Source: an optimization exercise on an open RTL-to-GDS flow (aim: small area, a short achievable clock period and few clock cycles). Production flows keep margins and buffers that such runs may drop.
Where RTL was checked, it was by simulation tests only, not by an equivalence proof against the original.
No activity file was given, so power comes from the tool's default toggle rates.

==> inputs of 04-26 <==
## xyolo_lanes
module xyolo_lanes
#(
  parameter int DATA_W   = xyolo_lanes_pkg::c_DATA_W,
  parameter int N_LANES  = xyolo_lanes_pkg::c_N_LANES,
  parameter int SHIFT_W  = xyolo_lanes_pkg::c_SHIFT_W,
  parameter int CNT_W    = xyolo_lanes_pkg::c_CNT_W,
  parameter int LEAKY_SH = xyolo_lanes_pkg::c_LEAKY_SH
) (
  input  logic                      clk,
  input  logic                      rst,
  input  logic                      start,
  input  logic [CNT_W-1:0]          cfg_n_acc,
  input  logic [CNT_W-1:0]          cfg_n_out,
  input  logic [2:0]                cfg_mp_win,
  input  logic                      cfg_bias,
  input  logic                      cfg_leaky,
  input  logic                      cfg_maxpool,
  input  logic                      cfg_bypass,
  input  logic [SHIFT_W-1:0]        cfg_shift,
  input  logic                      in_valid,
  output logic                      in_ready,
  input  logic [N_LANES*DATA_W-1:0] in_pixel,
  input  logic [N_LANES*DATA_W-1:0] in_weight,
  input  logic [N_LANES*DATA_W-1:0] in_bias,
  output logic                      out_valid,
  input  logic                      out_ready,
  output logic [N_LANES*DATA_W-1:0] out_data,
  output logic                      busy,
  output logic                      done
);
export LEC_CHECK = 0
export ABC_AREA = 1
export CAP_MARGIN = 20
export CORE_MARGIN = 2
export CORE_UTILIZATION = 40
export SLEW_MARGIN = 20
export SYNTH_HIERARCHICAL = 1
create_clock -name core_clock -period 10.0 [get_ports {clk}]
standard.sh (not shown) runs the stock make flow with config.mk's settings and CLKGATE_MAP_FILE= SYNTH_SCRIPT=/design/flow/synth_recipe.tcl, a recipe that flattens the netlist after the stock synthesis.
==> flow/flow/run.sh <==
#!/bin/bash
# Standard synthesis unchanged, then the standard layout steps with the
# timing repair asked to leave extra setup margin (so that it sizes the
# critical paths for a period well below the 10 ns constraint) and with
# plain buffers, rather than delay cells, on the ports.
set -euo pipefail
MARGIN=$(cat flow/margin.txt)
bash standard.sh synth > synth.log 2>&1
bash standard.sh SETUP_SLACK_MARGIN=$MARGIN \
  BUFFER_PORTS_ARGS="-buffer_cell sky130_fd_sc_hd__buf_2" finish > layout.log 2>&1
==> flow/flow/margin.txt <==
6.5
==> 09-18: changes against 04-26 <==
--- a/flow/design.v
+++ b/flow/design.v
@@ -25,37 +25,36 @@
 ) (
   input  logic               clk,
   input  logic               beat_en,     
   input  logic               bypass,      
   input  logic               bias_en,     
   input  logic [DATA_W-1:0]  pixel,
   input  logic [DATA_W-1:0]  weight,
   input  logic [DATA_W-1:0]  bias,
-  input  logic               sh_load,     
-  input  logic [SHIFT_W-1:0] sh_d,
+  input  logic [SHIFT_W-1:0] cfg_shift,   
   input  logic               cfg_leaky,
   input  logic [25:0]        fit_mask,    
   input  logic               ld_beat,     
   input  logic               pool_en,     
   input  logic               pool_first,  
   output logic [DATA_W-1:0]  result
 );
   logic [SHIFT_W-1:0] r_sh;
   logic               r_ld0, r_ld1;
   always_ff @(posedge clk) begin
-    if (sh_load) r_sh <= sh_d;
+    r_sh  <= cfg_shift;
     r_ld0 <= ld_beat;
     r_ld1 <= r_ld0;
   end
   logic [15:0] r_x, r_y, r_b;
   always_ff @(posedge clk) begin
     r_x <= pixel;
     r_y <= beat_en ? (bypass ? 16'd1 : weight) : 16'd0;
-    r_b <= bias_en ? bias : 16'd0;
+    if (ld_beat) r_b <= bias_en ? bias : 16'd0;
   end
   logic [16:0] w_xe;
   logic [7:0]  w_one, w_two, w_neg;
   logic [16:0] w_r0, w_r1, w_r2, w_r3, w_r4, w_r5, w_r6, w_r7;
   assign w_xe = {r_x[15], r_x};
   for (genvar j = 0; j < 8; j++) begin : g_enc
     logic yl, ym, yh;
     assign yl = (j == 0) ? 1'b0 : r_y[2*j-1];
@@ -302,17 +301,16 @@
   assign fc89 = (fc65 & hs17) | (1'b1 & (fc65 ^ hs17));
   wire fs90, fc90;
   xyolo_fa u_fa90 (.a(~w_r6[16]), .b(w_r7[14]), .c(hc17), .s(fs90), .co(fc90));
   wire hs20, hc20;
   assign hs20 = w_r7[15] ^ 1'b1;
   assign hc20 = w_r7[15] & 1'b1;
   logic [30:0] r_t0;
   logic [30:0] r_t1;
-  logic [15:0] r_b1;
   always_ff @(posedge clk) begin
     r_t0[0] <= w_r0[0];
     r_t1[0] <= w_neg[0];
     r_t0[1] <= w_r0[1];
     r_t0[2] <= w_neg[1];
     r_t1[2] <= hs18;
     r_t0[3] <= hc18;
     r_t1[3] <= hs19;
@@ -365,17 +363,16 @@
     r_t0[27] <= fc88;
     r_t1[27] <= fs89;
     r_t0[28] <= fc89;
     r_t1[28] <= fs90;
     r_t0[29] <= fc90;
     r_t1[29] <= hs20;
     r_t0[30] <= ~w_r7[16];
     r_t1[30] <= hc20;
-    r_b1 <= r_b;
   end
   logic [42:0] w_row0, w_row1, w_x, w_cs_s, w_cs_c, w_acc_n;
   logic [42:0] r_acc;
   logic [15:0] r_bh;     
   assign w_row0 = {1'b1, 1'b1, 1'b1, 1'b1, 1'b1, 1'b1, 1'b1, 1'b1, 1'b1, 1'b1, 1'b1, 1'b1, r_t0[30], r_t0[29], r_t0[28], r_t0[27], r_t0[26], r_t0[25], r_t0[24], r_t0[23], r_t0[22], r_t0[21], r_t0[20], r_t0[19], r_t0[18], r_t0[17], r_t0[16], r_t0[15], r_t0[14], r_t0[13], r_t0[12], r_t0[11], r_t0[10], r_t0[9], r_t0[8], r_t0[7], r_t0[6], r_t0[5], r_t0[4], r_t0[3], r_t0[2], r_t0[1], r_t0[0]};
   assign w_row1 = {1'b0, 1'b0, 1'b0, 1'b0, 1'b0, 1'b0, 1'b0, 1'b0, 1'b0, 1'b0, 1'b0, 1'b0, r_t1[30], r_t1[29], r_t1[28], r_t1[27], r_t1[26], r_t1[25], r_t1[24], r_t1[23], r_t1[22], r_t1[21], r_t1[20], r_t1[19], r_t1[18], r_t1[17], r_t1[16], r_t1[15], r_t1[14], r_t1[13], r_t1[12], r_t1[11], r_t1[10], r_t1[9], r_t1[8], r_t1[7], r_t1[6], r_t1[5], r_t1[4], r_t1[3], r_t1[2], 1'b0, r_t1[0]};
   assign w_x     = r_acc & {43{~r_ld1}};
   xyolo_fa u_cs0 (.a(w_x[0]), .b(r_t0[0]), .c(r_t1[0]), .s(w_cs_s[0]), .co(w_cs_c[0]));
@@ -705,17 +702,17 @@
   assign ca_sum[38] = ca_p0[38] ^ ca_G53;
   assign ca_sum[39] = ca_p0[39] ^ ca_G73;
   assign ca_sum[40] = ca_p0[40] ^ ca_G40;
   assign ca_sum[41] = ca_p0[41] ^ ca_G74;
   assign ca_sum[42] = ca_p0[42] ^ ca_G54;
   assign w_acc_n = ca_sum;
   always_ff @(posedge clk) begin
     r_acc <= w_acc_n;
-    if (r_ld1) r_bh <= r_b1;
+    if (r_ld1) r_bh <= r_b;
   end
   logic [47:0] w_a0;
   logic [31:0] w_s16;
   logic [23:0] w_s8;
   logic [19:0] w_s4;
   logic [17:0] w_s2;
   logic [16:0] w_t;
   logic [17:0] w_vs, w_vw;
@@ -801,34 +798,38 @@
   logic [SHIFT_W-1:0] r_shift;
   logic [CNT_W-1:0]   r_bc;              
   logic [2:0]         r_wc;              
   logic [CNT_W-1:0]   r_oc;              
   logic               r_wl, r_wcl, r_ocl;    
   logic               r_wf, r_gf;        
   logic               r_run;             
   logic               r_busy, r_done, r_in_ready, r_out_valid, r_out_last, r_pend;
+  logic               r_ldh1;            
   logic               w_st, w_acc, w_xfer;
   logic [2:0]         w_cfg_win;
   assign w_st   = start && !r_busy;
   assign w_acc  = in_valid && r_in_ready;
   assign w_xfer = r_out_valid && out_ready;
   logic [SHIFT_W-1:0] w_cfg_shift;
   assign w_cfg_shift = cfg_bypass ? '0 : cfg_shift;
   assign w_cfg_win = !cfg_maxpool ? 3'd1 : (cfg_mp_win[2] ? 3'd4 : cfg_mp_win);
   logic w_gl_nx, w_jl_nx, w_wl1, w_gf1, w_x1, w_k0a, w_k0b, w_k1a, w_k1b;
   assign w_gl_nx = r_wl && r_wcl;                       
   assign w_jl_nx = w_gl_nx && r_ocl;                    
   assign w_wl1   = r_wl ? r_acc_le1 : (r_bc == CNT_W'(2));   
   assign w_gf1   = r_wl ? r_wcl : r_gf;                 
   assign w_x1    = w_gf1 && w_wl1;
-  assign w_k0a = r_run && !(r_gf && r_wl && r_pend);
-  assign w_k0b = r_run && r_pend && r_out_valid;
-  assign w_k1a = !w_jl_nx && !(w_x1 && (w_gl_nx || r_pend));
-  assign w_k1b = !w_jl_nx && !(w_x1 && w_gl_nx) && r_out_valid;
+  logic w_bw0, w_bw1;
+  assign w_bw0 = r_bias_en && r_wf && r_ldh1;
+  assign w_bw1 = r_bias_en && r_wl && (r_wf || r_ldh1);
+  assign w_k0a = r_run && !(r_gf && r_wl && r_pend) && !w_bw0;
+  assign w_k0b = r_run && r_pend && r_out_valid && !w_bw0;
+  assign w_k1a = !w_jl_nx && !(w_x1 && (w_gl_nx || r_pend)) && !w_bw1;
+  assign w_k1b = !w_jl_nx && !(w_x1 && w_gl_nx) && r_out_valid && !w_bw1;
   logic e_ld, e_wl, e_gf, e_gl, e_jl;
   assign e_ld = w_acc && (r_wf || r_bypass);
   assign e_wl = w_acc && r_wl;
   assign e_gf = r_gf;
   assign e_gl = w_acc && w_gl_nx;
   assign e_jl = w_acc && w_jl_nx;
   always_ff @(posedge clk) begin
     if (w_st) begin
@@ -868,21 +869,22 @@
     end
   end
   logic f0_wl, f0_gf, f0_gl, f0_jl;           
   logic f1_wl, f1_gf, f1_gl, f1_jl;           
   logic f2_wl, f2_gf, f2_gl, f2_jl;           
   logic f3_wl, f3_gf, f3_gl, f3_jl;           
   always_ff @(posedge clk) begin
     if (rst) begin
-      r_run <= 1'b0; r_busy <= 1'b0; r_done <= 1'b0; r_in_ready <= 1'b0;
+      r_run <= 1'b0; r_busy <= 1'b0; r_ldh1 <= 1'b0; r_done <= 1'b0; r_in_ready <= 1'b0;
       r_out_valid <= 1'b0; r_out_last <= 1'b0; r_pend <= 1'b0;
       {f0_wl, f1_wl, f2_wl, f3_wl} <= '0;
     end else begin
       r_run      <= w_st || (r_run && !e_jl);
+      r_ldh1     <= e_ld;
       r_pend     <= e_gl || (r_pend && !w_xfer);
       r_in_ready <= w_st || (w_acc ? (w_k1a || (w_k1b && out_ready))
                                    : (w_k0a || (w_k0b && out_ready)));
       r_done     <= w_xfer && r_out_last;
       r_busy     <= w_st || (r_busy && !(w_xfer && r_out_last));
       if (f3_wl && f3_gl) begin
         r_out_valid <= 1'b1;
         r_out_last  <= f3_jl;
@@ -915,18 +917,17 @@
     ) u_lane (
       .clk        (clk),
       .beat_en    (w_acc),
       .bypass     (r_bypass),
       .bias_en    (r_bias_en),
       .pixel      (in_pixel[g*DATA_W +: DATA_W]),
       .weight     (in_weight[g*DATA_W +: DATA_W]),
       .bias       (in_bias[g*DATA_W +: DATA_W]),
-      .sh_load    (w_st),
-      .sh_d       (w_cfg_shift),
+      .cfg_shift  (r_shift),
       .cfg_leaky  (r_leaky),
       .fit_mask   (w_fit_mask),
       .ld_beat    (e_ld),
       .pool_en    (f3_wl),
       .pool_first (f3_gf),
       .result     (out_data[g*DATA_W +: DATA_W])
     );
   end
==> flow/flow/run.sh (replaced) <==
#!/bin/bash
# Standard synthesis unchanged, then the standard layout steps with the
# timing repair asked to leave extra setup margin (so that it sizes the
# critical paths for a period well below the 10 ns constraint) and with
# plain buffers, rather than delay cells, on the ports.
set -euo pipefail
MARGIN=$(cat flow/margin.txt)
bash standard.sh synth > synth.log 2>&1
bash standard.sh SETUP_SLACK_MARGIN=$MARGIN \
  BUFFER_PORTS_ARGS="-buffer_cell sky130_fd_sc_hd__buf_1" finish > layout.log 2>&1
- CORE_UTILIZATION: 40 -> 60
- CTS_CLUSTER_DIAMETER: unset -> 120
- CTS_CLUSTER_SIZE: unset -> 24
- PLACE_DENSITY: unset -> 0.7
==> 09-14: changes against 04-26 <==
--- a/flow/design.v
+++ b/flow/design.v
@@ -25,37 +25,36 @@
 ) (
   input  logic               clk,
   input  logic               beat_en,     
   input  logic               bypass,      
   input  logic               bias_en,     
   input  logic [DATA_W-1:0]  pixel,
   input  logic [DATA_W-1:0]  weight,
   input  logic [DATA_W-1:0]  bias,
-  input  logic               sh_load,     
-  input  logic [SHIFT_W-1:0] sh_d,
+  input  logic [SHIFT_W-1:0] cfg_shift,   
   input  logic               cfg_leaky,
   input  logic [25:0]        fit_mask,    
   input  logic               ld_beat,     
   input  logic               pool_en,     
   input  logic               pool_first,  
   output logic [DATA_W-1:0]  result
 );
   logic [SHIFT_W-1:0] r_sh;
   logic               r_ld0, r_ld1;
   always_ff @(posedge clk) begin
-    if (sh_load) r_sh <= sh_d;
+    r_sh  <= cfg_shift;
     r_ld0 <= ld_beat;
     r_ld1 <= r_ld0;
   end
   logic [15:0] r_x, r_y, r_b;
   always_ff @(posedge clk) begin
     r_x <= pixel;
     r_y <= beat_en ? (bypass ? 16'd1 : weight) : 16'd0;
-    r_b <= bias_en ? bias : 16'd0;
+    if (ld_beat) r_b <= bias_en ? bias : 16'd0;
   end
   logic [16:0] w_xe;
   logic [7:0]  w_one, w_two, w_neg;
   logic [16:0] w_r0, w_r1, w_r2, w_r3, w_r4, w_r5, w_r6, w_r7;
   assign w_xe = {r_x[15], r_x};
   for (genvar j = 0; j < 8; j++) begin : g_enc
     logic yl, ym, yh;
     assign yl = (j == 0) ? 1'b0 : r_y[2*j-1];
@@ -302,17 +301,16 @@
   assign fc89 = (fc65 & hs17) | (1'b1 & (fc65 ^ hs17));
   wire fs90, fc90;
   xyolo_fa u_fa90 (.a(~w_r6[16]), .b(w_r7[14]), .c(hc17), .s(fs90), .co(fc90));
   wire hs20, hc20;
   assign hs20 = w_r7[15] ^ 1'b1;
   assign hc20 = w_r7[15] & 1'b1;
   logic [30:0] r_t0;
   logic [30:0] r_t1;
-  logic [15:0] r_b1;
   always_ff @(posedge clk) begin
     r_t0[0] <= w_r0[0];
     r_t1[0] <= w_neg[0];
     r_t0[1] <= w_r0[1];
     r_t0[2] <= w_neg[1];
     r_t1[2] <= hs18;
     r_t0[3] <= hc18;
     r_t1[3] <= hs19;
@@ -365,17 +363,16 @@
     r_t0[27] <= fc88;
     r_t1[27] <= fs89;
     r_t0[28] <= fc89;
     r_t1[28] <= fs90;
     r_t0[29] <= fc90;
     r_t1[29] <= hs20;
     r_t0[30] <= ~w_r7[16];
     r_t1[30] <= hc20;
-    r_b1 <= r_b;
   end
   logic [42:0] w_row0, w_row1, w_x, w_cs_s, w_cs_c, w_acc_n;
   logic [42:0] r_acc;
   logic [15:0] r_bh;     
   assign w_row0 = {1'b1, 1'b1, 1'b1, 1'b1, 1'b1, 1'b1, 1'b1, 1'b1, 1'b1, 1'b1, 1'b1, 1'b1, r_t0[30], r_t0[29], r_t0[28], r_t0[27], r_t0[26], r_t0[25], r_t0[24], r_t0[23], r_t0[22], r_t0[21], r_t0[20], r_t0[19], r_t0[18], r_t0[17], r_t0[16], r_t0[15], r_t0[14], r_t0[13], r_t0[12], r_t0[11], r_t0[10], r_t0[9], r_t0[8], r_t0[7], r_t0[6], r_t0[5], r_t0[4], r_t0[3], r_t0[2], r_t0[1], r_t0[0]};
   assign w_row1 = {1'b0, 1'b0, 1'b0, 1'b0, 1'b0, 1'b0, 1'b0, 1'b0, 1'b0, 1'b0, 1'b0, 1'b0, r_t1[30], r_t1[29], r_t1[28], r_t1[27], r_t1[26], r_t1[25], r_t1[24], r_t1[23], r_t1[22], r_t1[21], r_t1[20], r_t1[19], r_t1[18], r_t1[17], r_t1[16], r_t1[15], r_t1[14], r_t1[13], r_t1[12], r_t1[11], r_t1[10], r_t1[9], r_t1[8], r_t1[7], r_t1[6], r_t1[5], r_t1[4], r_t1[3], r_t1[2], 1'b0, r_t1[0]};
   assign w_x     = r_acc & {43{~r_ld1}};
   xyolo_fa u_cs0 (.a(w_x[0]), .b(r_t0[0]), .c(r_t1[0]), .s(w_cs_s[0]), .co(w_cs_c[0]));
@@ -705,17 +702,17 @@
   assign ca_sum[38] = ca_p0[38] ^ ca_G53;
   assign ca_sum[39] = ca_p0[39] ^ ca_G73;
   assign ca_sum[40] = ca_p0[40] ^ ca_G40;
   assign ca_sum[41] = ca_p0[41] ^ ca_G74;
   assign ca_sum[42] = ca_p0[42] ^ ca_G54;
   assign w_acc_n = ca_sum;
   always_ff @(posedge clk) begin
     r_acc <= w_acc_n;
-    if (r_ld1) r_bh <= r_b1;
+    if (r_ld1) r_bh <= r_b;
   end
   logic [47:0] w_a0;
   logic [31:0] w_s16;
   logic [23:0] w_s8;
   logic [19:0] w_s4;
   logic [17:0] w_s2;
   logic [16:0] w_t;
   logic [17:0] w_vs, w_vw;
@@ -801,34 +798,38 @@
   logic [SHIFT_W-1:0] r_shift;
   logic [CNT_W-1:0]   r_bc;              
   logic [2:0]         r_wc;              
   logic [CNT_W-1:0]   r_oc;              
   logic               r_wl, r_wcl, r_ocl;    
   logic               r_wf, r_gf;        
   logic               r_run;             
   logic               r_busy, r_done, r_in_ready, r_out_valid, r_out_last, r_pend;
+  logic               r_ldh1;            
   logic               w_st, w_acc, w_xfer;
   logic [2:0]         w_cfg_win;
   assign w_st   = start && !r_busy;
   assign w_acc  = in_valid && r_in_ready;
   assign w_xfer = r_out_valid && out_ready;
   logic [SHIFT_W-1:0] w_cfg_shift;
   assign w_cfg_shift = cfg_bypass ? '0 : cfg_shift;
   assign w_cfg_win = !cfg_maxpool ? 3'd1 : (cfg_mp_win[2] ? 3'd4 : cfg_mp_win);
   logic w_gl_nx, w_jl_nx, w_wl1, w_gf1, w_x1, w_k0a, w_k0b, w_k1a, w_k1b;
   assign w_gl_nx = r_wl && r_wcl;                       
   assign w_jl_nx = w_gl_nx && r_ocl;                    
   assign w_wl1   = r_wl ? r_acc_le1 : (r_bc == CNT_W'(2));   
   assign w_gf1   = r_wl ? r_wcl : r_gf;                 
   assign w_x1    = w_gf1 && w_wl1;
-  assign w_k0a = r_run && !(r_gf && r_wl && r_pend);
-  assign w_k0b = r_run && r_pend && r_out_valid;
-  assign w_k1a = !w_jl_nx && !(w_x1 && (w_gl_nx || r_pend));
-  assign w_k1b = !w_jl_nx && !(w_x1 && w_gl_nx) && r_out_valid;
+  logic w_bw0, w_bw1;
+  assign w_bw0 = r_bias_en && r_wf && r_ldh1;
+  assign w_bw1 = r_bias_en && r_wl && (r_wf || r_ldh1);
+  assign w_k0a = r_run && !(r_gf && r_wl && r_pend) && !w_bw0;
+  assign w_k0b = r_run && r_pend && r_out_valid && !w_bw0;
+  assign w_k1a = !w_jl_nx && !(w_x1 && (w_gl_nx || r_pend)) && !w_bw1;
+  assign w_k1b = !w_jl_nx && !(w_x1 && w_gl_nx) && r_out_valid && !w_bw1;
   logic e_ld, e_wl, e_gf, e_gl, e_jl;
   assign e_ld = w_acc && (r_wf || r_bypass);
   assign e_wl = w_acc && r_wl;
   assign e_gf = r_gf;
   assign e_gl = w_acc && w_gl_nx;
   assign e_jl = w_acc && w_jl_nx;
   always_ff @(posedge clk) begin
     if (w_st) begin
@@ -868,21 +869,22 @@
     end
   end
   logic f0_wl, f0_gf, f0_gl, f0_jl;           
   logic f1_wl, f1_gf, f1_gl, f1_jl;           
   logic f2_wl, f2_gf, f2_gl, f2_jl;           
   logic f3_wl, f3_gf, f3_gl, f3_jl;           
   always_ff @(posedge clk) begin
     if (rst) begin
-      r_run <= 1'b0; r_busy <= 1'b0; r_done <= 1'b0; r_in_ready <= 1'b0;
+      r_run <= 1'b0; r_busy <= 1'b0; r_ldh1 <= 1'b0; r_done <= 1'b0; r_in_ready <= 1'b0;
       r_out_valid <= 1'b0; r_out_last <= 1'b0; r_pend <= 1'b0;
       {f0_wl, f1_wl, f2_wl, f3_wl} <= '0;
     end else begin
       r_run      <= w_st || (r_run && !e_jl);
+      r_ldh1     <= e_ld;
       r_pend     <= e_gl || (r_pend && !w_xfer);
       r_in_ready <= w_st || (w_acc ? (w_k1a || (w_k1b && out_ready))
                                    : (w_k0a || (w_k0b && out_ready)));
       r_done     <= w_xfer && r_out_last;
       r_busy     <= w_st || (r_busy && !(w_xfer && r_out_last));
       if (f3_wl && f3_gl) begin
         r_out_valid <= 1'b1;
         r_out_last  <= f3_jl;
@@ -915,18 +917,17 @@
     ) u_lane (
       .clk        (clk),
       .beat_en    (w_acc),
       .bypass     (r_bypass),
       .bias_en    (r_bias_en),
       .pixel      (in_pixel[g*DATA_W +: DATA_W]),
       .weight     (in_weight[g*DATA_W +: DATA_W]),
       .bias       (in_bias[g*DATA_W +: DATA_W]),
-      .sh_load    (w_st),
-      .sh_d       (w_cfg_shift),
+      .cfg_shift  (r_shift),
       .cfg_leaky  (r_leaky),
       .fit_mask   (w_fit_mask),
       .ld_beat    (e_ld),
       .pool_en    (f3_wl),
       .pool_first (f3_gf),
       .result     (out_data[g*DATA_W +: DATA_W])
     );
   end
- CORE_UTILIZATION: 40 -> 50
- CTS_CLUSTER_DIAMETER: unset -> 120
- CTS_CLUSTER_SIZE: unset -> 24
==> summary.txt <==
Wire length: 09-18 < 09-14 < 04-26. Total power: 04-26 > 09-14 > 09-18. Of 09-14 and 04-26, 04-26 has the higher flip-flop and latch count (gap 63). Combinational power: 04-26 is higher than 09-18 (about 0.8%). The lowest sequential share of layout area belongs to 04-26, the highest to 09-18. Against 09-18, the register-to-register slack of 09-14 is worse by 0.03 ns. Between 09-14 and 04-26, the lower synthesized cell count is in 04-26 (gap about 0.28%, measured against 04-26). The highest critical path depth belongs to 04-26, the lowest to 09-18. In 04-26 the global-route usage is lower than in 09-14, by 4.3 points.
==> figures <==
                                                                  09-14                     04-26                   09-18
Run status                                     timing/DRC/antenna clean  timing/DRC/antenna clean  timing/DRC/antenna clean
Seq cells post-synth                                                925                       988                     925
Clock network power                                           0.00232 W                 0.00444 W               0.00223 W
Combinational power share                                         0.554                     0.490                   0.558
Hold Path Sink                                   g_lane[3].u_lane.r_ld1  g_lane[3].u_lane.r_b1[5]  g_lane[0].u_lane.r_ld1
Clock buffers created by TritonCTS                                   47                       114                      46
Pwr per Cell Area                                         240.2 mW/mm^2             260.4 mW/mm^2           242.9 mW/mm^2
Clock tree buffer count of the final layout                          75                       143                      75
Met3 wire length                                               11870 um                  15300 um                15300 um
Final Non-Filler Cells                                             9622                     10190                    9288
Fraction of power consumed by sequential logic                    0.314                     0.289                   0.315
Clk_skew                                                     0.02747 ns                0.03728 ns              0.03353 ns
Total via count in the routed design                              52200                     53640                   53160
Layout buffering overhead excluding clock cells                 0.05928                   0.05788                 0.05411
Number of instances in the synthesized netlist                     7585                      7564                    7585
Switching power                                              0.007770 W                0.008419 W              0.007794 W
Adder-cell share of the synthesized area                         0.2422                    0.2398                  0.2422
Die Area                                                   0.1346 sq mm              0.1695 sq mm            0.1124 sq mm
Starting utilization of the core area                            0.5022                    0.4031                  0.6050
WL met1                                                        83540 um                  87760 um                78610 um
Testbench counts of 09-18, summed over its fixed seeds: cycles 40,467.
Testbench counts of 09-14, summed over its fixed seeds: cycles 40,467.
Function not checked in 04-26: the RTL went through the layout flow alone.

[what the ideal ports hide]
The flow's constraints put no driver on any port. The routed layouts listed below were extracted and timed again, unchanged, in two steps. Step 1, drivers: a clkbuf_16 drives clk and a buf_2 each remaining input, both assumed. Step 2 adds t to the input delays and takes it off the output delays; t is the mean of the earliest and latest rising clock arrival at the registers after step 1. Input paths then give back, and output paths get back, about the clock's delay inside the block. Slacks: no drivers / after step 1 / after step 2; pairs: no drivers / after step 1.
run	shift t [ns]	slack for setup (ns)	worst setup path after step 2	clock arrival spread, ns	pins driven straight from the clock port
04-26	0.828	6.524 / 6.450 / 6.100	input to register	0.044 / 0.044	1
09-18	0.749	6.534 / 6.534 / 5.848	input to register	0.036 / 0.036	1
09-14	0.752	6.508 / 6.478 / 6.019	input to register	0.031 / 0.031	1
After both steps every run listed still meets setup and hold. The setup slack of 09-18, which loses most, moves by 0.000 ns with the drivers and by -0.686 ns with both steps.
